This design comes from an exercise in tuning for a short achievable clock period and few clock cycles on the open sky130 flow, not from production work. Function was checked by simulation only, so behaviour that the tests miss may differ from the original. Power and IR drop assume default switching activity.

File: design/flow/design.v
package gpu_pkg;
  localparam int LANES = 4;
  localparam int WORD_W = 16;
  typedef logic [WORD_W-1:0] word_t;
  localparam int MEM_ROWS = 64;
  localparam int ROW_AW = $clog2(MEM_ROWS);
  typedef logic [ROW_AW-1:0] row_t;
  typedef logic [LANES*WORD_W-1:0] lane_row_t;
  localparam int NUM_REGS = 32;
  typedef logic [$clog2(NUM_REGS)-1:0] reg_idx_t;
  localparam int IMEM_DEPTH = 32;
  localparam int PC_W = $clog2(IMEM_DEPTH);
  typedef logic [PC_W-1:0] pc_t;
  typedef logic [31:0] instr_t;
  localparam int OPC_MSB = 31;
  localparam int OPC_LSB = 26;
  localparam int DST_MSB = 25;
  localparam int DST_LSB = 21;
  localparam int SRC0_MSB = 20;
  localparam int SRC0_LSB = 16;
  localparam int SRC1_MSB = 15;
  localparam int SRC1_LSB = 11;
  localparam int IMMD_MSB = 10;
  localparam int IMMD_LSB = 0;
  localparam int IMMD_W = IMMD_MSB - IMMD_LSB + 1;
  typedef enum logic [5:0] {
    OP_NOP    = 6'd0,
    OP_ADD    = 6'd1,
    OP_SUB    = 6'd2,
    OP_AND    = 6'd3,
    OP_XOR    = 6'd4,
    OP_ADDI   = 6'd5,
    OP_LOAD   = 6'd6,
    OP_STORE  = 6'd7,
    OP_MATADD = 6'd8
  } opcode_t;
endpackage
module lane_memory (
  input  logic                       clk,
  input  gpu_pkg::row_t              rd_addr_a,
  input  gpu_pkg::row_t              rd_addr_b,
  output gpu_pkg::lane_row_t         rd_data_a,
  output gpu_pkg::lane_row_t         rd_data_b,
  input  logic [gpu_pkg::LANES-1:0]  wr_en,
  input  gpu_pkg::row_t              wr_addr,
  input  gpu_pkg::lane_row_t         wr_data
);
  for (genvar l = 0; l < gpu_pkg::LANES; l++) begin : g_bank
    gpu_pkg::word_t bank [gpu_pkg::MEM_ROWS];
    always_ff @(posedge clk) begin
      if (wr_en[l]) begin
        bank[wr_addr] <= wr_data[l*gpu_pkg::WORD_W +: gpu_pkg::WORD_W];
      end
      rd_data_a[l*gpu_pkg::WORD_W +: gpu_pkg::WORD_W] <= bank[rd_addr_a];
      rd_data_b[l*gpu_pkg::WORD_W +: gpu_pkg::WORD_W] <= bank[rd_addr_b];
    end
  end
endmodule
module mem_arbiter (
  input  logic                       clk,
  input  logic                       rst_n,
  input  logic                       eng_req,
  input  gpu_pkg::row_t              eng_rd_addr_a,
  input  gpu_pkg::row_t              eng_rd_addr_b,
  input  logic [gpu_pkg::LANES-1:0]  eng_wr_en,
  input  gpu_pkg::row_t              eng_wr_addr,
  input  gpu_pkg::lane_row_t         eng_wr_data,
  input  logic                       lane_exec,
  input  gpu_pkg::row_t              lane_rd_addr,
  input  logic [gpu_pkg::LANES-1:0]  lane_wr_en,
  input  gpu_pkg::row_t              lane_wr_addr,
  input  gpu_pkg::lane_row_t         lane_wr_data,
  input  logic                       host_we,
  input  logic                       host_re,
  input  gpu_pkg::row_t              host_addr,
  input  gpu_pkg::lane_row_t         host_wdata,
  output logic                       host_ready,
  output gpu_pkg::lane_row_t         host_rdata,
  output logic                       host_rvalid,
  output gpu_pkg::row_t              mem_rd_addr_a,
  output gpu_pkg::row_t              mem_rd_addr_b,
  input  gpu_pkg::lane_row_t         mem_rd_data_a,
  output logic [gpu_pkg::LANES-1:0]  mem_wr_en,
  output gpu_pkg::row_t              mem_wr_addr,
  output gpu_pkg::lane_row_t         mem_wr_data
);
  logic lane_req;
  assign lane_req = lane_exec || (|lane_wr_en);
  assign host_ready = !eng_req && !lane_req;
  always_comb begin
    mem_rd_addr_a = host_addr;
    mem_rd_addr_b = '0;
    mem_wr_en = '0;
    mem_wr_addr = host_addr;
    mem_wr_data = host_wdata;
    if (eng_req) begin
      mem_rd_addr_a = eng_rd_addr_a;
      mem_rd_addr_b = eng_rd_addr_b;
      mem_wr_en = eng_wr_en;
      mem_wr_addr = eng_wr_addr;
      mem_wr_data = eng_wr_data;
    end else if (lane_req) begin
      mem_rd_addr_a = lane_rd_addr;
      mem_wr_en = lane_wr_en;
      mem_wr_addr = lane_wr_addr;
      mem_wr_data = lane_wr_data;
    end else if (host_we) begin
      mem_wr_en = {gpu_pkg::LANES{1'b1}};
    end
  end
  assign host_rdata = mem_rd_data_a;
  always_ff @(posedge clk or negedge rst_n) begin
    if (!rst_n) begin
      host_rvalid <= 1'b0;
    end else begin
      host_rvalid <= host_re && host_ready;
    end
  end
endmodule
module matadd_engine (
  input  logic                       clk,
  input  logic                       rst_n,
  input  logic                       start,
  input  gpu_pkg::row_t              base_a,
  input  gpu_pkg::row_t              base_b,
  input  gpu_pkg::row_t              base_c,
  input  logic [gpu_pkg::ROW_AW:0]   length,
  output logic                       done,
  output gpu_pkg::row_t              rd_addr_a,
  output gpu_pkg::row_t              rd_addr_b,
  input  gpu_pkg::lane_row_t         rd_data_a,
  input  gpu_pkg::lane_row_t         rd_data_b,
  output logic [gpu_pkg::LANES-1:0]  wr_en,
  output gpu_pkg::row_t              wr_addr,
  output gpu_pkg::lane_row_t         wr_data,
  output logic                       req
);
  gpu_pkg::row_t base_a_q;
  gpu_pkg::row_t base_b_q;
  gpu_pkg::row_t base_c_q;
  gpu_pkg::row_t wr_row;
  logic [gpu_pkg::ROW_AW:0] len_q;
  logic [gpu_pkg::ROW_AW:0] rd_idx;
  logic reading;
  logic rd_last;
  logic wr_pending;
  logic wr_last;
  assign rd_last = ((rd_idx + 1'b1) == len_q);
  assign rd_addr_a = base_a_q + rd_idx[gpu_pkg::ROW_AW-1:0];
  assign rd_addr_b = base_b_q + rd_idx[gpu_pkg::ROW_AW-1:0];
  assign wr_en = {gpu_pkg::LANES{wr_pending}};
  assign wr_addr = wr_row;
  always_comb begin
    for (int l = 0; l < gpu_pkg::LANES; l++) begin
      wr_data[l*gpu_pkg::WORD_W +: gpu_pkg::WORD_W] = rd_data_a[l*gpu_pkg::WORD_W +: gpu_pkg::WORD_W] + rd_data_b[l*gpu_pkg::WORD_W +: gpu_pkg::WORD_W];
    end
  end
  assign req = reading || wr_pending;
  always_ff @(posedge clk) begin
    if (start) begin
      base_a_q <= base_a;
      base_b_q <= base_b;
      base_c_q <= base_c;
    end
    wr_row <= base_c_q + rd_idx[gpu_pkg::ROW_AW-1:0];
  end
  always_ff @(posedge clk or negedge rst_n) begin
    if (!rst_n) begin
      len_q <= '0;
      rd_idx <= '0;
      reading <= 1'b0;
      wr_pending <= 1'b0;
      wr_last <= 1'b0;
      done <= 1'b0;
    end else begin
      done <= wr_pending && wr_last;
      wr_pending <= reading;
      wr_last <= reading && rd_last;
      if (start) begin
        len_q <= length;
        rd_idx <= '0;
        reading <= (length != '0);
        if (length == '0) begin
          done <= 1'b1;
        end
      end else if (reading) begin
        rd_idx <= rd_idx + 1'b1;
        if (rd_last) begin
          reading <= 1'b0;
        end
      end
    end
  end
endmodule
module lane_array (
  input  logic                          clk,
  input  logic                          rst_n,
  input  logic                          exec,
  input  logic                          commit,
  input  gpu_pkg::opcode_t              opcode,
  input  gpu_pkg::reg_idx_t             dst,
  input  gpu_pkg::reg_idx_t             src0,
  input  gpu_pkg::reg_idx_t             src1,
  input  logic [gpu_pkg::IMMD_W-1:0]    immd,
  output gpu_pkg::word_t                lane0_src0,
  output gpu_pkg::word_t                lane0_src1,
  output gpu_pkg::word_t                lane0_dst,
  output gpu_pkg::row_t                 rd_addr,
  input  gpu_pkg::lane_row_t            rd_data,
  output logic [gpu_pkg::LANES-1:0]     wr_en,
  output gpu_pkg::row_t                 wr_addr,
  output gpu_pkg::lane_row_t            wr_data
);
  gpu_pkg::lane_row_t src0_vals;
  gpu_pkg::lane_row_t src1_vals;
  gpu_pkg::lane_row_t dst_vals;
  gpu_pkg::word_t immd_ext;
  logic reg_we;
  assign immd_ext = {{(gpu_pkg::WORD_W - gpu_pkg::IMMD_W){1'b0}}, immd};
  always_comb begin
    case (opcode)
      gpu_pkg::OP_ADD, gpu_pkg::OP_SUB, gpu_pkg::OP_AND, gpu_pkg::OP_XOR, gpu_pkg::OP_ADDI, gpu_pkg::OP_LOAD: reg_we = commit;
      default: reg_we = 1'b0;
    endcase
  end
  assign rd_addr = immd[gpu_pkg::ROW_AW-1:0];
  assign wr_addr = immd[gpu_pkg::ROW_AW-1:0];
  assign wr_en = {gpu_pkg::LANES{exec && (opcode == gpu_pkg::OP_STORE)}};
  assign wr_data = src0_vals;
  assign lane0_src0 = src0_vals[gpu_pkg::WORD_W-1:0];
  assign lane0_src1 = src1_vals[gpu_pkg::WORD_W-1:0];
  assign lane0_dst = dst_vals[gpu_pkg::WORD_W-1:0];
  for (genvar l = 0; l < gpu_pkg::LANES; l++) begin : g_lane
    gpu_pkg::word_t rf [gpu_pkg::NUM_REGS];
    gpu_pkg::word_t op_a;
    gpu_pkg::word_t op_b;
    gpu_pkg::word_t result;
    assign op_a = rf[src0];
    assign op_b = rf[src1];
    assign src0_vals[l*gpu_pkg::WORD_W +: gpu_pkg::WORD_W] = op_a;
    assign src1_vals[l*gpu_pkg::WORD_W +: gpu_pkg::WORD_W] = op_b;
    assign dst_vals[l*gpu_pkg::WORD_W +: gpu_pkg::WORD_W] = rf[dst];
    always_comb begin
      case (opcode)
        gpu_pkg::OP_ADD: result = op_a + op_b;
        gpu_pkg::OP_SUB: result = op_a - op_b;
        gpu_pkg::OP_AND: result = op_a & op_b;
        gpu_pkg::OP_XOR: result = op_a ^ op_b;
        gpu_pkg::OP_ADDI: result = op_a + immd_ext;
        gpu_pkg::OP_LOAD: result = rd_data[l*gpu_pkg::WORD_W +: gpu_pkg::WORD_W];
        default: result = op_a;
      endcase
    end
    always_ff @(posedge clk or negedge rst_n) begin
      if (!rst_n) begin
        for (int r = 0; r < gpu_pkg::NUM_REGS; r++) begin
          rf[r] <= '0;
        end
      end else if (reg_we) begin
        rf[dst] <= result;
      end
    end
  end
endmodule
module gpu_sequencer (
  input  logic                       clk,
  input  logic                       rst_n,
  input  logic                       imem_we,
  input  gpu_pkg::pc_t               imem_addr,
  input  gpu_pkg::instr_t            imem_wdata,
  input  logic                       start,
  input  logic [gpu_pkg::PC_W:0]     instr_count,
  output logic                       busy,
  output logic                       done,
  output logic                       exec,
  output logic                       commit,
  output gpu_pkg::opcode_t           opcode,
  output gpu_pkg::reg_idx_t          dst,
  output gpu_pkg::reg_idx_t          src0,
  output gpu_pkg::reg_idx_t          src1,
  output logic [gpu_pkg::IMMD_W-1:0] immd,
  input  gpu_pkg::word_t             lane0_src0,
  input  gpu_pkg::word_t             lane0_src1,
  input  gpu_pkg::word_t             lane0_dst,
  output logic                       mat_start,
  output gpu_pkg::row_t              base_a,
  output gpu_pkg::row_t              base_b,
  output gpu_pkg::row_t              base_c,
  output logic [gpu_pkg::ROW_AW:0]   length,
  input  logic                       mat_done
);
  typedef enum logic [2:0] {S_IDLE, S_FETCH, S_EXEC, S_COMMIT, S_MAT_WAIT} state_t;
  gpu_pkg::instr_t imem [gpu_pkg::IMEM_DEPTH];
  state_t state;
  gpu_pkg::pc_t pc;
  gpu_pkg::instr_t instr_q;
  logic [gpu_pkg::PC_W:0] count_q;
  logic [gpu_pkg::PC_W:0] pc_next;
  logic last_instr;
  logic is_matadd;
  always_ff @(posedge clk) begin
    if (imem_we) begin
      imem[imem_addr] <= imem_wdata;
    end
    if (state == S_FETCH) begin
      instr_q <= imem[pc];
    end
  end
  assign opcode = gpu_pkg::opcode_t'(instr_q[gpu_pkg::OPC_MSB:gpu_pkg::OPC_LSB]);
  assign dst = instr_q[gpu_pkg::DST_MSB:gpu_pkg::DST_LSB];
  assign src0 = instr_q[gpu_pkg::SRC0_MSB:gpu_pkg::SRC0_LSB];
  assign src1 = instr_q[gpu_pkg::SRC1_MSB:gpu_pkg::SRC1_LSB];
  assign immd = instr_q[gpu_pkg::IMMD_MSB:gpu_pkg::IMMD_LSB];
  assign is_matadd = (opcode == gpu_pkg::OP_MATADD);
  assign pc_next = {1'b0, pc} + 1'b1;
  assign last_instr = (pc_next == count_q);
  assign exec = (state == S_EXEC) && !is_matadd;
  assign commit = (state == S_COMMIT);
  assign mat_start = (state == S_EXEC) && is_matadd;
  assign base_a = lane0_src0[gpu_pkg::ROW_AW-1:0];
  assign base_b = lane0_src1[gpu_pkg::ROW_AW-1:0];
  assign base_c = lane0_dst[gpu_pkg::ROW_AW-1:0];
  assign length = immd[gpu_pkg::ROW_AW:0];
  always_ff @(posedge clk or negedge rst_n) begin
    if (!rst_n) begin
      state <= S_IDLE;
      pc <= '0;
      count_q <= '0;
      busy <= 1'b0;
      done <= 1'b0;
    end else begin
      done <= 1'b0;
      case (state)
        S_IDLE: begin
          if (start) begin
            pc <= '0;
            count_q <= instr_count;
            if (instr_count == '0) begin
              done <= 1'b1;
            end else begin
              busy <= 1'b1;
              state <= S_FETCH;
            end
          end
        end
        S_FETCH: state <= S_EXEC;
        S_EXEC: state <= is_matadd ? S_MAT_WAIT : S_COMMIT;
        S_COMMIT, S_MAT_WAIT: begin
          if (state == S_COMMIT || mat_done) begin
            pc <= pc + 1'b1;
            if (last_instr) begin
              busy <= 1'b0;
              done <= 1'b1;
              state <= S_IDLE;
            end else begin
              state <= S_FETCH;
            end
          end
        end
        default: state <= S_IDLE;
      endcase
    end
  end
endmodule
module gpu_top (
  input  logic                      clk,
  input  logic                      rst_n,
  input  logic                      imem_we,
  input  gpu_pkg::pc_t              imem_addr,
  input  gpu_pkg::instr_t           imem_wdata,
  input  logic                      start,
  input  logic [gpu_pkg::PC_W:0]    instr_count,
  output logic                      busy,
  output logic                      done,
  input  logic                      host_we,
  input  logic                      host_re,
  input  gpu_pkg::row_t             host_addr,
  input  gpu_pkg::lane_row_t        host_wdata,
  output logic                      host_ready,
  output gpu_pkg::lane_row_t        host_rdata,
  output logic                      host_rvalid
);
  logic exec;
  logic commit;
  gpu_pkg::opcode_t opcode;
  gpu_pkg::reg_idx_t dst;
  gpu_pkg::reg_idx_t src0;
  gpu_pkg::reg_idx_t src1;
  logic [gpu_pkg::IMMD_W-1:0] immd;
  gpu_pkg::word_t lane0_src0;
  gpu_pkg::word_t lane0_src1;
  gpu_pkg::word_t lane0_dst;
  logic mat_start;
  logic mat_done;
  gpu_pkg::row_t base_a;
  gpu_pkg::row_t base_b;
  gpu_pkg::row_t base_c;
  logic [gpu_pkg::ROW_AW:0] length;
  gpu_pkg::row_t lane_rd_addr;
  logic [gpu_pkg::LANES-1:0] lane_wr_en;
  gpu_pkg::row_t lane_wr_addr;
  gpu_pkg::lane_row_t lane_wr_data;
  logic eng_req;
  gpu_pkg::row_t eng_rd_addr_a;
  gpu_pkg::row_t eng_rd_addr_b;
  logic [gpu_pkg::LANES-1:0] eng_wr_en;
  gpu_pkg::row_t eng_wr_addr;
  gpu_pkg::lane_row_t eng_wr_data;
  gpu_pkg::row_t mem_rd_addr_a;
  gpu_pkg::row_t mem_rd_addr_b;
  gpu_pkg::lane_row_t mem_rd_data_a;
  gpu_pkg::lane_row_t mem_rd_data_b;
  logic [gpu_pkg::LANES-1:0] mem_wr_en;
  gpu_pkg::row_t mem_wr_addr;
  gpu_pkg::lane_row_t mem_wr_data;
  gpu_sequencer i_sequencer (
    .clk(clk), .rst_n(rst_n), .imem_we(imem_we), .imem_addr(imem_addr),
    .imem_wdata(imem_wdata), .start(start), .instr_count(instr_count),
    .busy(busy), .done(done), .exec(exec), .commit(commit), .opcode(opcode),
    .dst(dst), .src0(src0), .src1(src1), .immd(immd),
    .lane0_src0(lane0_src0), .lane0_src1(lane0_src1), .lane0_dst(lane0_dst),
    .mat_start(mat_start), .base_a(base_a), .base_b(base_b), .base_c(base_c),
    .length(length), .mat_done(mat_done)
  );
  lane_array i_lanes (
    .clk(clk), .rst_n(rst_n), .exec(exec), .commit(commit), .opcode(opcode),
    .dst(dst), .src0(src0), .src1(src1), .immd(immd),
    .lane0_src0(lane0_src0), .lane0_src1(lane0_src1), .lane0_dst(lane0_dst),
    .rd_addr(lane_rd_addr), .rd_data(mem_rd_data_a), .wr_en(lane_wr_en),
    .wr_addr(lane_wr_addr), .wr_data(lane_wr_data)
  );
  matadd_engine i_matadd (
    .clk(clk), .rst_n(rst_n), .start(mat_start), .base_a(base_a), .base_b(base_b),
    .base_c(base_c), .length(length), .done(mat_done),
    .rd_addr_a(eng_rd_addr_a), .rd_addr_b(eng_rd_addr_b),
    .rd_data_a(mem_rd_data_a), .rd_data_b(mem_rd_data_b),
    .wr_en(eng_wr_en), .wr_addr(eng_wr_addr), .wr_data(eng_wr_data), .req(eng_req)
  );
  mem_arbiter i_arbiter (
    .clk(clk), .rst_n(rst_n),
    .eng_req(eng_req), .eng_rd_addr_a(eng_rd_addr_a), .eng_rd_addr_b(eng_rd_addr_b),
    .eng_wr_en(eng_wr_en), .eng_wr_addr(eng_wr_addr), .eng_wr_data(eng_wr_data),
    .lane_exec(exec), .lane_rd_addr(lane_rd_addr), .lane_wr_en(lane_wr_en),
    .lane_wr_addr(lane_wr_addr), .lane_wr_data(lane_wr_data),
    .host_we(host_we), .host_re(host_re), .host_addr(host_addr),
    .host_wdata(host_wdata), .host_ready(host_ready), .host_rdata(host_rdata),
    .host_rvalid(host_rvalid),
    .mem_rd_addr_a(mem_rd_addr_a), .mem_rd_addr_b(mem_rd_addr_b),
    .mem_rd_data_a(mem_rd_data_a), .mem_wr_en(mem_wr_en),
    .mem_wr_addr(mem_wr_addr), .mem_wr_data(mem_wr_data)
  );
  lane_memory i_memory (
    .clk(clk), .rd_addr_a(mem_rd_addr_a), .rd_addr_b(mem_rd_addr_b),
    .rd_data_a(mem_rd_data_a), .rd_data_b(mem_rd_data_b), .wr_en(mem_wr_en),
    .wr_addr(mem_wr_addr), .wr_data(mem_wr_data)
  );
endmodule
File: design/flow/run.sh
#!/bin/bash
# synth_recipe.tcl (not shown) runs the flow's synth.tcl, then flattens the netlist and writes it again
# the make line also repeats each setting of config.mk as NAME=value (left out here)
make -C /OpenROAD-flow-scripts/flow DESIGN_CONFIG=/design/flow/config.mk WORK_HOME=/design/flow/orfs CLKGATE_MAP_FILE= SYNTH_SCRIPT=/design/flow/synth_recipe.tcl finish
File: design/flow/config.mk
export PLATFORM = sky130hd
export DESIGN_NAME = gpu_top
export DESIGN_NICKNAME = gpu_top
export VERILOG_FILES = /design/flow/design.v
export SDC_FILE = /design/flow/constraint.sdc
export NUM_CORES = 8
export LEC_CHECK = 0
export CAP_MARGIN = 20
export CORE_MARGIN = 2
export CORE_UTILIZATION = 35
export SETUP_SLACK_MARGIN = 5
export SLEW_MARGIN = 20
export TNS_END_PERCENT = 20
File: design/flow/constraint.sdc
create_clock -name core_clock -period 10.0 [get_ports {clk}]
set_input_delay 2.0000 -clock core_clock [delete_from_list [all_inputs] [get_ports {clk}]]
set_output_delay 2.0000 -clock core_clock [all_outputs]
set_load 0.01 [all_outputs]
==> flow_summary.toml, run 1 <==
[status]
status = "complete, but fails checks"
check-failures = "antenna rules"

[logic_synthesis]
ys_seq_area_frac = 0.6145
yosysWarningCount = 9
netlist.top_cell.by_area = "edfxtp_1"
synthArstFlopShare = 0.2820
synth.distinct_cells = 93
synth-seq-cells = 7387
syn_area_per_cell_um2 = 12.55
postSynthCellCount = 27250
synth.top_cell.area_share = 0.4542
syn_nets = 27580
synth.area.top_cells = "edfxtp_1 45%, dfrtp_1 15%, mux4_2 8.9%"
syn_area_um2 = 341800
synth_edf_count = 5170
ys.flop_type = "edfxtp_1"

[global_route]
grt_pass1_vias = 268100
antenna_found_initial = 170
grt_max_degree = 161
grt_first_pass_wirelength_um = 2254000
grt_overflow_total = 0
grt_usage = 0.3283

[clocking]
path_clk_slew_ns = 0.07
root_buffer = "clkbuf_16"
cts_inserted_buffers = 799
clockBufferDepth = 5
postCtsHoldBufs = 0
cts_sinks = 7387
insertion_delay_ns = 1.20
htree_levels = 6
cts_tree = "done"

[setup_path]
critPathKind = "reg2reg"
critPathMaxStageDelay_ns = 0.61
cp_max_fo = 8
cp_cell_sequence = "buf_6 -> buf_12 -> buf_4 -> buf_12 -> buf_4 -> nor3_2 -> o21ai_1 -> nand4_1 -> or4_1 -> o32a_2 -> or4b_4 -> xor2_1 -> a221o_1 -> ha_4 -> a21oi_4 -> a31oi_4 -> a31oi_4 -> buf_6 -> buf_6 -> xnor2_4 -> a221oi_4 -> buf_6 -> buf_12 -> o21ai_2"
slowest_stage = "or4_1"
cp.arrival_ns = 7.33
r2r_start = "i_sequencer.instr_q[15]"
crit_buf_inv = 9
reg2reg_depth = 24
r2r-end = "i_lanes.g_lane[2].rf[19][13]"
cp_top_family = "compound AO/OA/AOI/OAI gates"
reg2reg_setup_slack_ns = 3.64
crit_top_cell = "buf_6"
end_kind = "register"
start_kind = "register"
worstPathRequired_ns = 10.97

[pwr]
powerDensity_nw_per_um2 = 305.3
ir_worst_vdd_mv = 0.4422
power.total_uw = 125400
p_leak_uw = 0.1438

[sta]
period_share = 0.6363
max_freq_mhz = 157.2
max_slew_margin = 0.05795
rsz0062_at_grt = "yes"
fin_tns_setup_ns = 0
worst_pin_slew_ns = 1.410
slew_violations = 0
worst_slack_ns = 3.637
finalCriticalPeriod_ns = 6.363
finalHoldViolations = 0
setup_violations = 0
fin_skew_ns = 0.1464
holdWs_ns = 0.5041

[final_layout]
drive_above_1_share = 0.2193
area_growth_pct = 20.14
seq_area_um2 = 210100
final.fill_count = 88080
nets = 27920
multi_input_area_um2 = 131600

[min_path]
hp-start = "i_lanes.g_lane[2].rf[9][11]"
whs_path_depth = 2
min_to = "i_lanes.g_lane[2].rf[9][11]"
worst_hold_path_type = "reg2reg"

[routing]
postRouteWirelength_um = 1691000
vias = 291600
drtAntennaViolNets = 1
drt_first_pass_iters = 22
drt_iter0_markers = 53570
wl_per_cell_um = 40.81
vias_per_cell = 7.037
drc = 0

[floorplan]
fp-row-count = 363
core_area_um2 = 975100
start_util = 0.3505
die_area_um2 = 984600
die_w_um = 992.3
ios = 187
die_height_um = 992.3

[flow_run]
drv_cap = 0

[place]
io_buffers = 186
place_ws_ns = 1.703
gp_routability_congestion = 1.006
hpwlAfterDp_um = 887100
## per-stage QoR
step                      std cells  utilization  instance area, µm²
after detailed placement      38800       0.3720              362800
after global placement        38790       0.3717              362500
final                         41440       0.4212              410700
after floorplan               27250            -              342000
after global routing          41240       0.4206              410200
after CTS                     40990       0.4159              405500
## state kept, by name (all words and copies together) (netlist names), 3 cells and up
signal                flops
i_memory.g_bank.bank   4096
i_lanes.g_lane.rf      2048
i_sequencer.imem       1024
i_memory.rd_data_a       64
i_memory.rd_data_b       64
i_sequencer.instr_q      32
i_matadd.len_q            7
i_matadd.rd_idx           7
i_matadd.base_a_q         6
i_matadd.base_b_q         6
i_matadd.base_c_q         6
i_matadd.wr_row           6
i_sequencer.count_q       6
i_sequencer.pc            5
i_sequencer.state         3
## worst reg2reg max path, delay by kind of cell, from the launching register on
family          cells  cell delay (ns)
simple gates        4             1.69
buf+inv             9             1.41
flops               1             0.46
xor+xnor            2             0.28
fa+ha+maj           1             0.34
compound gates      8             2.03
## metal layers
metal,track usage,up-vias,part of all wire
met5,0.01939,-,0.0014
met4,0.2372,88,0.093
met3,0.1607,8592,0.17
li1,-,108300,-
met1,0.4079,145400,0.34
met2,0.4383,29320,0.39
## cell usage after synthesis, drive strengths merged (134+ instances only)
library cell and number:
nand2 4675, and3 343, a311oi 1011, a22o 419
a211oi 405, and2 275, mux4 1352, buf 381
nor3 578, nand4 321, a22oi 806, o21ai 1933
nand3 454, a31oi 268, edfxtp 5170, dfrtp 2083
a221oi 442, dfxtp 134, nor2 638, clkbuf 2139
a21oi 1096, o22ai 1024, ha 205
## power by group
part	switching (µW)	internal, µW	total [µW]
registers	2100	39200	41300
logic	35700	17900	53600
clock network	12900	17600	30600
total	50700	74700	125000
## cells by family (layout without fill, tap and decap cells)
| family | after synthesis | count (layout) | share of synthesized area |
|---|---|---|---|
| adder cells (fa/ha/maj) | 216 | 216 | 0.008148 |
| multiplexers | 1490 | 1490 | 0.09332 |
| flip-flops | 7387 | 7387 | 0.6145 |
| AO/OA/AOI/OAI | 7842 | 7857 | 0.1546 |
| buffers and inverters | 2615 | 3548 | 0.02947 |
| XOR/XNOR | 144 | 144 | 0.003690 |
| AND/OR/NAND/NOR | 7552 | 7569 | 0.09627 |
| other | 0 | 275 | 0 |
## what timing repair did
item | in CTS | in global routing
cloned | 150 | 36
setup endpoints to repair | 7299 | 7443
setup buffers | 610 | 141
gates resized for setup | 2132 | 688
hold endpoints to repair | 0 | 0
pin swaps | 557 | 280
## how the worst max path moves through the flow
| stage | startpoint | to | slack (ns) | depth (start not counted) |
|---|---|---|---|---|
| 2_1_floorplan | host_addr[4] | i_memory.g_bank[0].bank[40][0] | 3.98 | 6 |
| 4_1_cts | i_matadd.reading | host_ready | 3.93 | 4 |
| 3_3_place_gp | i_sequencer.instr_q[13] | i_lanes.g_lane[1].rf[29][15] | 1.63 | 24 |
| 5_1_grt | i_sequencer.instr_q[15] | i_lanes.g_lane[2].rf[3][13] | 3.66 | 28 |
| 3_5_place_dp | i_sequencer.instr_q[14] | i_lanes.g_lane[1].rf[30][15] | 1.70 | 25 |
| 6_report | i_sequencer.instr_q[15] | i_lanes.g_lane[2].rf[19][13] | 3.64 | 24 |
## cell usage in the layout, fill, tap and decap left out, types with 98 or more instances in the layout
cell type	instances
edfxtp_1	5170
nand3_1	427
buf_16	132
o22ai_1	1019
o21ai_1	102
nor3_1	536
clkdlybuf4s50_1	175
and2_1	264
nand2_1	4611
a221oi_1	426
a21oi_2	248
o21ai_2	588
a211oi_1	393
a31oi_1	261
a311oi_1	1011
a22o_1	419
buf_12	374
buf_6	215
a22oi_1	796
a21oi_1	770
mux4_2	1352
clkbuf_1	155
ha_1	183
nand4_1	321
clkbuf_16	842
nor2_4	174
nor2_1	457
clkinv_2	140
diode_2	275
dfrtp_1	2075
dfxtp_1	125
and3_1	323
clkbuf_8	98
buf_4	1021
o21ai_0	1203
## area by class of cell
class	count	area share
multi-input combinational	17280	0.3205
tap	12960	0.03947
sequential	7387	0.5116
clock buffer	1066	0.05417
antenna	275	0.001676
clock inverter	357	0.009947
timing repair buffer	2030	0.06177
inverter	95	0.0009079
Testbench counts, summed over its fixed seeds: cycles 38,718.
==> inputs of run 2 (changes only) <==
--- a/design/flow/config.mk
+++ b/design/flow/config.mk
@@ -7,7 +7,5 @@
 export LEC_CHECK = 0
 export CAP_MARGIN = 20
 export CORE_MARGIN = 2
-export CORE_UTILIZATION = 35
-export SETUP_SLACK_MARGIN = 5
+export CORE_UTILIZATION = 28
 export SLEW_MARGIN = 20
-export TNS_END_PERCENT = 20
==> flow_summary.toml, run 2 <==
[sta]
max_slew_margin = 0.09911
worst_pin_slew_ns = 1.325
max_freq_mhz = 113.2
fin_skew_ns = 0.2617
rsz0062_at_grt = "no"
period_share = 0.8831
slew_violations = 0
finalHoldViolations = 0
worst_slack_ns = 1.169
fin_tns_setup_ns = 0
finalCriticalPeriod_ns = 8.831
holdWs_ns = 0.5024
setup_violations = 0

[logic_synthesis]
yosysWarningCount = 9
ys_seq_area_frac = 0.6145
synth.top_cell.area_share = 0.4542
synth-seq-cells = 7387
netlist.top_cell.by_area = "edfxtp_1"
post-synth-top-count-cell = "edfxtp_1"
synth_edf_count = 5170
postSynthCellCount = 27250
synth.area.top_cells = "edfxtp_1 45%, dfrtp_1 15%, mux4_2 8.9%"
synth.distinct_cells = 93
ys.flop_type = "edfxtp_1"
synth_common_cells = "5,170 x edfxtp_1, 4,675 x nand2_1, 2,139 x clkbuf_1"
syn_nets = 27580
synthArstFlopShare = 0.2820
syn_area_per_cell_um2 = 12.55
syn_area_um2 = 341800

[routing]
postRouteWirelength_um = 1592000
vias_per_cell = 6.312
wl_per_cell_um = 36.37
drt_first_pass_iters = 13
drc = 0
drtAntennaViolNets = 0
vias = 276300
drt_iter0_markers = 49660

[clocking]
cts_tree = "done"
cts_sinks = 7387
clockBufferDepth = 5
postCtsHoldBufs = 0
post_cts_buffers = 0
insertion_delay_ns = 1.22
htree_levels = 6
root_buffer = "clkbuf_16"
path_clk_slew_ns = 0.07
cts_inserted_buffers = 762
cts_resized = 0

[min_path]
whs_path_depth = 2
worst_hold_path_type = "reg2reg"
hp-start = "i_lanes.g_lane[0].rf[18][11]"
min_to = "i_lanes.g_lane[0].rf[18][11]"

[pwr]
ir_worst_vdd_mv = 0.3316
power.total_uw = 118200
p_leak_uw = 0.1347
powerDensity_nw_per_um2 = 300.9

[place]
gp_routability_congestion = 1.015
io_buffers = 186
dp.cells = 42200
place_ws_ns = 1.720
hpwlAfterDp_um = 913800

[global_route]
grt_max_degree = 174
grt_overflow_total = 0
grt_pass1_vias = 261100
grt_first_pass_wirelength_um = 2158000
grt_usage = 0.2474
antenna_found_initial = 137

[final_layout]
fin_cells = 43770
drive_above_1_share = 0.1492
top_regs = "i_memory.g_bank.bank (4096), i_lanes.g_lane.rf (2048), i_sequencer.imem (1024)"
area_growth_pct = 14.96
mostFrequentLayoutCell = "edfxtp_1"
largest_register_ffs = 4096
regMostFlops = "i_memory.g_bank.bank"
final_cell_mix = "5,170 x edfxtp_1, 4,639 x nand2_1, 2,078 x dfrtp_1"
nets = 27020

[setup_path]
cp_num_cells = 25
cp_top_family = "compound AO/OA/AOI/OAI gates"
cp.arrival_ns = 9.73
end_kind = "register"
critPathKind = "reg2reg"
crit_path_start = "i_sequencer.instr_q[14]"
r2r-end = "i_lanes.g_lane[2].rf[26][14]"
start_kind = "register"
critPathMaxStageDelay_ns = 0.90
r2r_start = "i_sequencer.instr_q[14]"
worstPathRequired_ns = 10.90
cp_max_fo = 32
reg2reg_setup_slack_ns = 1.17
crit_buf_inv = 4
crit_top_cell = "o21ai_0"
reg2reg_depth = 25
slowest_stage = "edfxtp_1"

[floorplan]
die_w_um = 1109
start_util = 0.2810
die_area_um2 = 1230000
fp-row-count = 405
core_area_um2 = 1217000
ios = 187
die_height_um = 1109

[flow_run]
drv_cap = 0

[status]
status = "timing/DRC/antenna clean"
[run 2: cell count changes in the layout (fill, tap and decap cells not counted), moves of 63 or more]
cell / delta
a2111oi_0: +63
buf_12: -226
o21ai_0: +599
diode_2: -88
buf_6: -212
clkbuf_16: -67
o21ai_2: -558
a21oi_2: -216
buf_4: -174
buf_16: -124
a21oi_1: +242
[run 2: final cells by class]
class,instances,area (µm²)
diodes,187,467.9
fillers,118900,823700
repair buffers,1193,11440
flip-flops and latches,7387,210100
well taps,16280,20370
multi-input cells,17240,125000
clock buffers,1027,21230
inverters,95,356.6
clock inverters,360,4048
[run 2: logic make-up (layout without fill, tap and decap cells)]
kind of cell             Yosys count  count (layout)  synth area share
AO/OA/AOI/OAI                   7842            7842            0.1546
AND/OR/NAND/NOR                 7552            7552           0.09627
flip-flops                      7387            7387            0.6145
buffers and inverters           2615            2675           0.02947
multiplexers                    1490            1490           0.09332
adder cells (fa/ha/maj)          216             216          0.008148
XOR/XNOR                         144             144          0.003690
other                              0             187                 0
[run 2: worst max-delay path by stage]
stage	end	slack (ns)
after detailed placement	i_lanes.g_lane[0].rf[20][15]	1.72
after CTS	i_lanes.g_lane[0].rf[20][15]	1.70
final	i_lanes.g_lane[2].rf[26][14]	1.17
after global routing	i_lanes.g_lane[2].rf[26][14]	1.12
after floorplan	i_memory.g_bank[2].bank[0][4]	3.61
after global placement	i_lanes.g_lane[0].rf[20][14]	1.64
[run 2: metrics by stage]
step	utilization	cell area [µm²]
CTS	0.3225	392400
finish	0.3230	393000
global route	0.3228	392700
detailed placement	0.3017	367100
floorplan	-	341800
global placement	0.3014	366800
[run 2: metal layers]
metal  global-route usage  up-vias  share of wire
met4               0.1931       74          0.095
met5            0.0009260        -        0.00037
met3              0.09043     7160           0.15
met1               0.2969   138000           0.34
met2               0.3595    25100           0.42
li1                     -   105900              -
[run 2: power breakdown]
group | switching [µW] | internal [µW]
Clock | 12900 | 16800
Combinational | 32700 | 14600
Sequential | 2140 | 39200
Total | 47700 | 70500
[run 2: worst min-delay path: cells and delay by family (launching register included)]
kind               cells  cell delay, ns
DFF                    1            0.35
AOI/OAI and AO/OA      1            0.06
and+or+nand+nor        1            0.05
==> inputs of run 3 (changes only) <==
--- a/design/flow/config.mk
+++ b/design/flow/config.mk
@@ -8,4 +8,6 @@
 export CAP_MARGIN = 20
 export CORE_MARGIN = 2
 export CORE_UTILIZATION = 28
+export SETUP_SLACK_MARGIN = 4
 export SLEW_MARGIN = 20
+export TNS_END_PERCENT = 20
==> flow_summary.toml, run 3 <==
[setup_path]
reg2reg_depth = 21
slowest_stage = "o32a_1"
cp.arrival_ns = 7.41
cp_cell_sequence = "buf_12 -> buf_6 -> or3b_4 -> nor2_4 -> buf_4 -> bufbuf_16 -> a22oi_1 -> nand4_1 -> o32a_1 -> nor2_1 -> a21oi_1 -> mux2i_1 -> ha_1 -> or3_1 -> or3_1 -> a31o_2 -> xor2_2 -> a21oi_4 -> buf_12 -> buf_8 -> o21ai_0"
cp_max_fo = 16
crit_buf_inv = 6
reg2reg_setup_slack_ns = 3.53
start_kind = "register"
worstPathRequired_ns = 10.95
r2r-end = "i_lanes.g_lane[3].rf[27][14]"
cp_top_family = "simple AND/OR/NAND/NOR gates"
r2r_start = "i_sequencer.instr_q[14]"
critPathMaxStageDelay_ns = 0.87
critPathKind = "reg2reg"
end_kind = "register"
cp_num_cells = 21

[final_layout]
regMostFlops = "i_memory.g_bank.bank"
fin_cells = 44270
finalInstanceArea_um2 = 400600
nets = 27400
largest_register_ffs = 4096
top_regs = "i_memory.g_bank.bank (4096), i_lanes.g_lane.rf (2048), i_sequencer.imem (1024)"
mostFrequentLayoutCell = "edfxtp_1"
area_growth_pct = 17.19
final.fill_count = 118600
final_cell_mix = "5,170 x edfxtp_1, 4,631 x nand2_1, 2,078 x dfrtp_1"
drive_above_1_share = 0.1699
final_util = 0.3293

[place]
hpwlAfterDp_um = 914300
io_buffers = 186
gp_routability_congestion = 0.9963
place_ws_ns = 1.539
dp.cells = 42150
placed_cell_area_um2 = 366900

[clocking]
insertion_delay_ns = 1.22
path_clk_slew_ns = 0.07
cts_inserted_buffers = 771
root_buffer = "clkbuf_16"
cts_tree = "done"
cts_sinks = 7387
htree_levels = 6
clockBufferDepth = 5

[sta]
rsz0062_at_grt = "yes"
period_share = 0.6468
slew_violations = 0
worst_pin_slew_ns = 1.338
max_freq_mhz = 154.6
setup_violations = 0
finalHoldViolations = 0
fin_skew_ns = 0.2298
max_slew_margin = 0.08234
finalCriticalPeriod_ns = 6.468
fin_tns_setup_ns = 0
worst_slack_ns = 3.532

[global_route]
grt_first_pass_wirelength_um = 2215000
grt_pass1_vias = 263600
grt_usage = 0.2554
grt_overflow_total = 0
grt_max_degree = 160
antenna_found_initial = 184

[floorplan]
start_util = 0.2810
core_area_um2 = 1217000
ios = 187
fp-row-count = 405
die_area_um2 = 1230000
die_height_um = 1109
die_w_um = 1109

[routing]
drc = 0
vias_per_cell = 6.371
vias = 282000
drt_iter0_markers = 49090
drt_first_pass_iters = 13
drtAntennaViolNets = 0
wl_per_cell_um = 37.22
postRouteWirelength_um = 1648000

[logic_synthesis]
syn_area_per_cell_um2 = 12.55
post-synth-top-count-cell = "edfxtp_1"
ys_seq_area_frac = 0.6145
synth.distinct_cells = 93
netlist.top_cell.by_area = "edfxtp_1"
synth.top_cell.area_share = 0.4542
syn_area_um2 = 341800
synth-seq-cells = 7387
ys.flop_type = "edfxtp_1"
synth.area.top_cells = "edfxtp_1 45%, dfrtp_1 15%, mux4_2 8.9%"
synthArstFlopShare = 0.2820
synth_edf_count = 5170
postSynthCellCount = 27250
syn_nets = 27580
yosysWarningCount = 9
synth_common_cells = "5,170 x edfxtp_1, 4,675 x nand2_1, 2,139 x clkbuf_1"

[min_path]
whs_path_depth = 2
hp-start = "i_lanes.g_lane[0].rf[1][10]"
min_to = "i_lanes.g_lane[0].rf[1][10]"
worst_hold_path_type = "reg2reg"

[pwr]
powerDensity_nw_per_um2 = 301.0
ir_worst_vdd_mv = 0.3843
p_leak_uw = 0.1379

[flow_run]
drv_cap = 0

[status]
status = "timing/DRC/antenna clean"
[run 3: layout make-up]
type | count | area, µm² | area share
tap | 16280 | 20370 | 0.05085
antenna | 307 | 768.2 | 0.001918
timing repair buffer | 1547 | 16620 | 0.04148
clock buffer | 997 | 21090 | 0.05266
clock inverter | 399 | 4448 | 0.01110
multi-input combinational | 17260 | 126900 | 0.3167
inverter | 95 | 356.6 | 0.0008901
sequential | 7387 | 210100 | 0.5244
[run 3: worst reg2reg max path: stages, from the launching register on]
cell	delay (ns)
edfxtp_1	0.48
buf_12	0.18
buf_6	0.13
or3b_4	0.49
nor2_4	0.57
buf_4	0.30
bufbuf_16	0.39
a22oi_1	0.15
nand4_1	0.11
o32a_1	0.87
nor2_1	0.12
a21oi_1	0.32
mux2i_1	0.13
ha_1	0.27
or3_1	0.36
or3_1	0.33
a31o_2	0.27
xor2_2	0.16
a21oi_4	0.15
buf_12	0.15
buf_8	0.16
o21ai_0	0.13
[run 3: logic make-up after synthesis]
| group | share of synthesized area |
|---|---|
| adders and majority gates | 0.008148 |
| muxes | 0.09332 |
| and+or+nand+nor | 0.09627 |
| buffers and inverters | 0.02947 |
| xor gates and xnor gates | 0.003690 |
| DFF | 0.6145 |
| AOI/OAI and AO/OA | 0.1546 |
[run 3: per-stage QoR]
stage / total power [µW] / hold slack, ns
2_1_floorplan: 67830 / 0.3645
3_3_place_gp: 86590 / 0.4791
3_5_place_dp: 87330 / 0.4858
4_1_cts: 118000 / 0.5004
5_1_grt: 123000 / 0.5199
6_report: 120600 / 0.5002
[run 3: routing by layer]
layer	up-vias	routed length, µm	share of wire	global-route usage
li1	106900	-	-	-
met3	7914	243500	0.15	0.1002
met4	78	164100	0.10	0.2092
met5	-	971	0.00059	0.002932
met1	140800	555300	0.34	0.3043
met2	26390	683700	0.41	0.3637
[run 3: timing repair]
item	CTS	global route
hold buffers	0	0
pin swaps	112	34
endpoints found under the setup margin	1808	1012
cloned	38	17
buffers inserted	244	115
resized for setup	422	262
[run 3: worst max-delay path by stage]
stage,startpoint,to,slack [ns]
after detailed placement,i_sequencer.instr_q[11],i_lanes.g_lane[2].rf[30][14],1.54
after global routing,i_sequencer.instr_q[14],i_lanes.g_lane[3].rf[26][15],3.52
after CTS,i_sequencer.instr_q[15],i_lanes.g_lane[1].rf[24][14],3.81
final,i_sequencer.instr_q[14],i_lanes.g_lane[3].rf[27][14],3.53
after floorplan,host_addr[1],i_memory.g_bank[0].bank[61][0],3.63
after global placement,i_sequencer.instr_q[11],i_lanes.g_lane[2].rf[30][14],1.43
[run 3: power by group]
group          switching, µW  internal, µW  total [µW]
Combinational          33900         15600       49500
Clock                  12800         17100       29900
Sequential              2000         39200       41200
==> inputs of run 4 (changes only) <==
--- a/design/flow/config.mk
+++ b/design/flow/config.mk
@@ -7,7 +7,7 @@
 export LEC_CHECK = 0
 export CAP_MARGIN = 20
 export CORE_MARGIN = 2
-export CORE_UTILIZATION = 28
-export SETUP_SLACK_MARGIN = 4
+export CORE_UTILIZATION = 30
+export SETUP_SLACK_MARGIN = 5
 export SLEW_MARGIN = 20
-export TNS_END_PERCENT = 20
+export TNS_END_PERCENT = 10
==> flow_summary.toml, run 4 <==
[final_layout]
final_util = 0.3574
drive_above_1_share = 0.1951
largest_register_ffs = 4096
top_regs = "i_memory.g_bank.bank (4096), i_lanes.g_lane.rf (2048), i_sequencer.imem (1024)"
regMostFlops = "i_memory.g_bank.bank"
mostFrequentLayoutCell = "edfxtp_1"
area_growth_pct = 18.91
final_cell_mix = "5,170 x edfxtp_1, 4,619 x nand2_1, 2,078 x dfrtp_1"
nets = 27690
final.fill_count = 108300

[setup_path]
cp.arrival_ns = 7.29
crit_path_start = "i_sequencer.instr_q[19]"
end_kind = "register"
start_kind = "register"
reg2reg_depth = 21
critPathCapture = "i_lanes.g_lane[3].rf[4][15]"
r2r-end = "i_lanes.g_lane[3].rf[4][15]"
cp_max_fo = 15
reg2reg_setup_slack_ns = 3.68
worstPathRequired_ns = 10.97
critPathKind = "reg2reg"
r2r_start = "i_sequencer.instr_q[19]"

[routing]
postRouteWirelength_um = 1672000
drtAntennaViolNets = 0
drt_iter0_markers = 51380
drt_first_pass_iters = 17
wl_per_cell_um = 38.52
drc = 0
vias_per_cell = 6.590
vias = 286000

[logic_synthesis]
postSynthCellCount = 27250
syn_area_um2 = 341800
yosysWarningCount = 9
synth.distinct_cells = 93
synth_common_cells = "5,170 x edfxtp_1, 4,675 x nand2_1, 2,139 x clkbuf_1"
synthArstFlopShare = 0.2820
synth.top_cell.area_share = 0.4542
synth-seq-cells = 7387
syn_nets = 27580
syn_area_per_cell_um2 = 12.55
netlist.top_cell.by_area = "edfxtp_1"
ys_seq_area_frac = 0.6145
synth_edf_count = 5170
synth.area.top_cells = "edfxtp_1 45%, dfrtp_1 15%, mux4_2 8.9%"
ys.flop_type = "edfxtp_1"
post-synth-top-count-cell = "edfxtp_1"

[floorplan]
core_area_um2 = 1137000
die_area_um2 = 1148000
die_height_um = 1071
start_util = 0.3005
die_w_um = 1071
ios = 187
fp-row-count = 392

[clocking]
cts_inserted_buffers = 763
htree_levels = 6
clockBufferDepth = 5
root_buffer = "clkbuf_16"
insertion_delay_ns = 1.17
cts_sinks = 7387
cts_tree = "done"
path_clk_slew_ns = 0.06

[sta]
finalHoldViolations = 0
fin_skew_ns = 0.1702
slew_violations = 5
finalCriticalPeriod_ns = 6.319
setup_violations = 0
worst_slack_ns = 3.681
period_share = 0.6319
worst_pin_slew_ns = 1.697
max_freq_mhz = 158.2
max_slew_margin = -0.1313
rsz0062_at_grt = "yes"
fin_tns_setup_ns = 0

[pwr]
p_seq_frac = 0.339
p_switching_uw = 49320
powerDensity_nw_per_um2 = 299.5
ir_worst_vdd_mv = 0.3621
clock_power_share = 0.239
p_sw_frac = 0.4051
intPower_uw = 72410
power.total_uw = 121700
p_leak_uw = 0.1408
combPwrFrac = 0.422

[global_route]
grt_pass1_vias = 264400
antenna_found_initial = 192
grt_max_degree = 166
grt_first_pass_wirelength_um = 2224000
busiest_layer = "met2"
grt.met1_usage = 0.3275
grt_usage = 0.2751
met2_usage = 0.3867
grt_overflow_total = 0
met3_usage = 0.1148

[status]
check-failures = "capacitance limit, slew limit"
status = "complete, but fails checks"

[place]
hpwlAfterDp_um = 899200
place_ws_ns = 1.635
io_buffers = 186
gp_routability_congestion = 1.021

[min_path]
hp-start = "i_lanes.g_lane[2].rf[20][5]"
worst_hold_path_type = "reg2reg"

[flow_run]
drv_cap = 1
## run 4: worst min-delay path by stage
stage,slack (ns),cells after the start,end
floorplan,0.36,0,i_matadd.wr_pending
global placement,0.48,2,i_lanes.g_lane[1].rf[21][1]
detailed placement,0.49,2,i_lanes.g_lane[0].rf[1][10]
CTS,0.50,1,i_sequencer.busy
global route,0.52,2,i_lanes.g_lane[3].rf[21][1]
finish,0.50,2,i_lanes.g_lane[2].rf[20][5]
## run 4: through the flow
| step | hold slack (ns) | cells | cell area [µm²] |
|---|---|---|---|
| after global routing | 0.5208 | 43240 | 406100 |
| after floorplan | 0.3645 | 27250 | 342000 |
| after detailed placement | 0.4890 | 41000 | 365400 |
| after global placement | 0.4806 | 40990 | 364900 |
| final | 0.5044 | 43400 | 406500 |
| after CTS | 0.4982 | 42900 | 399500 |
## run 4: logic make-up after synthesis
group / count (synthesis) / synth area share
mux: 1490 / 0.09332
xor+xnor: 144 / 0.003690
compound gates: 7842 / 0.1546
flops: 7387 / 0.6145
buf+inv: 2615 / 0.02947
simple gates: 7552 / 0.09627
fa+ha+maj: 216 / 0.008148
## run 4: repair_timing
| item | in CTS | in global routing |
|---|---|---|
| buffers inserted | 436 | 185 |
| hold buffers | 0 | 0 |
| pin swaps | 242 | 333 |
| resized for setup | 873 | 991 |
| endpoints found under the hold margin | 0 | 0 |
| endpoints found under the setup margin | 8187 | 6993 |
| cloned | 74 | 50 |
## run 4: power by group through the flow
stage / clock (µW) / combinational [µW] / sequential (µW)
2_1_floorplan: 0 / 26900 / 41000
3_3_place_gp: 0 / 44400 / 41700
3_5_place_dp: 0 / 45100 / 41700
4_1_cts: 29200 / 47600 / 41100
5_1_grt: 30300 / 52200 / 41300
6_report: 29100 / 51300 / 41300
## run 4: routing by layer
layer / routed length [µm] / part of all wire
met4: 171700 / 0.10
met3: 258300 / 0.15
met2: 680300 / 0.41
met5: 2847 / 0.0017
met1: 558500 / 0.33
## run 4: critical path, cell delays in order (launching register included)
cell       delay (ns)
edfxtp_1         0.49
nand3b_1         0.45
nor2_4           0.26
buf_4            0.23
buf_4            0.38
buf_4            0.52
a22o_1           0.23
a221oi_1         0.05
nand4_1          0.14
o32a_1           1.01
ha_2             0.42
or3_4            0.14
a211oi_2         0.04
nor3_2           0.33
a31oi_2          0.20
o21ai_4          0.30
or2_4            0.21
mux2i_4          0.08
o32ai_4          0.29
buf_6            0.20
clkbuf_16        0.18
o21ai_1          0.06
## run 4: layout make-up
type | instances | area, µm² | area share
Antenna cell | 251 | 628.1 | 0.001545
Clock buffer | 1017 | 20990 | 0.05164
Clock inverter | 373 | 3787 | 0.009318
Inverter | 95 | 362.8 | 0.0008927
Multi-Input combinational cell | 17260 | 129600 | 0.3188
Sequential cell | 7387 | 210100 | 0.5169
Tap cell | 15170 | 18980 | 0.04669
Timing Repair Buffer | 1841 | 22050 | 0.05424

separate check: timing with driven ports:
No port has a modelled driver above. Below, the same layouts with a new extraction and two added sets of constraints. Step 1 (the two cells are an assumption about what drives the block):
set clk [get_ports {clk}]
set_driving_cell -lib_cell sky130_fd_sc_hd__clkbuf_16 $clk
set_driving_cell -lib_cell sky130_fd_sc_hd__buf_2 [delete_from_list [all_inputs] $clk]
Step 2 moves the port delays by t, midway between the first and last clock arrival at a register: inputs arrive t later, outputs are due t later. That takes back most of the time a late clock gives input paths. a / b / c = ideal / step 1 / step 2; a / b = the first two.
| run | shift t [ns] | setup slack, ns | worst hold slack (ns) | slew at the worst register clock pin (ns) | worst data-port slew with drivers (ns) |
|---|---|---|---|---|---|
| run 1 | 1.306 | 3.637 / 3.637 / 3.637 | 0.504 / 0.504 / 0.504 | 0.08 / 0.08 | 0.17 |
| run 2 | 1.224 | 1.169 / 1.169 / 1.169 | 0.502 / 0.502 / 0.502 | 0.07 / 0.07 | 0.25 |
| run 3 | 1.290 | 3.532 / 3.532 / 2.747 | 0.500 / 0.500 / 0.500 | 0.08 / 0.08 | 0.28 |
| run 4 | 1.231 | 3.681 / 3.681 / 2.955 | 0.504 / 0.504 / 0.504 | 0.07 / 0.07 | 0.28 |
The setup slack of run 3, which loses most, moves by 0.000 ns with the drivers and by -0.785 ns with both steps.
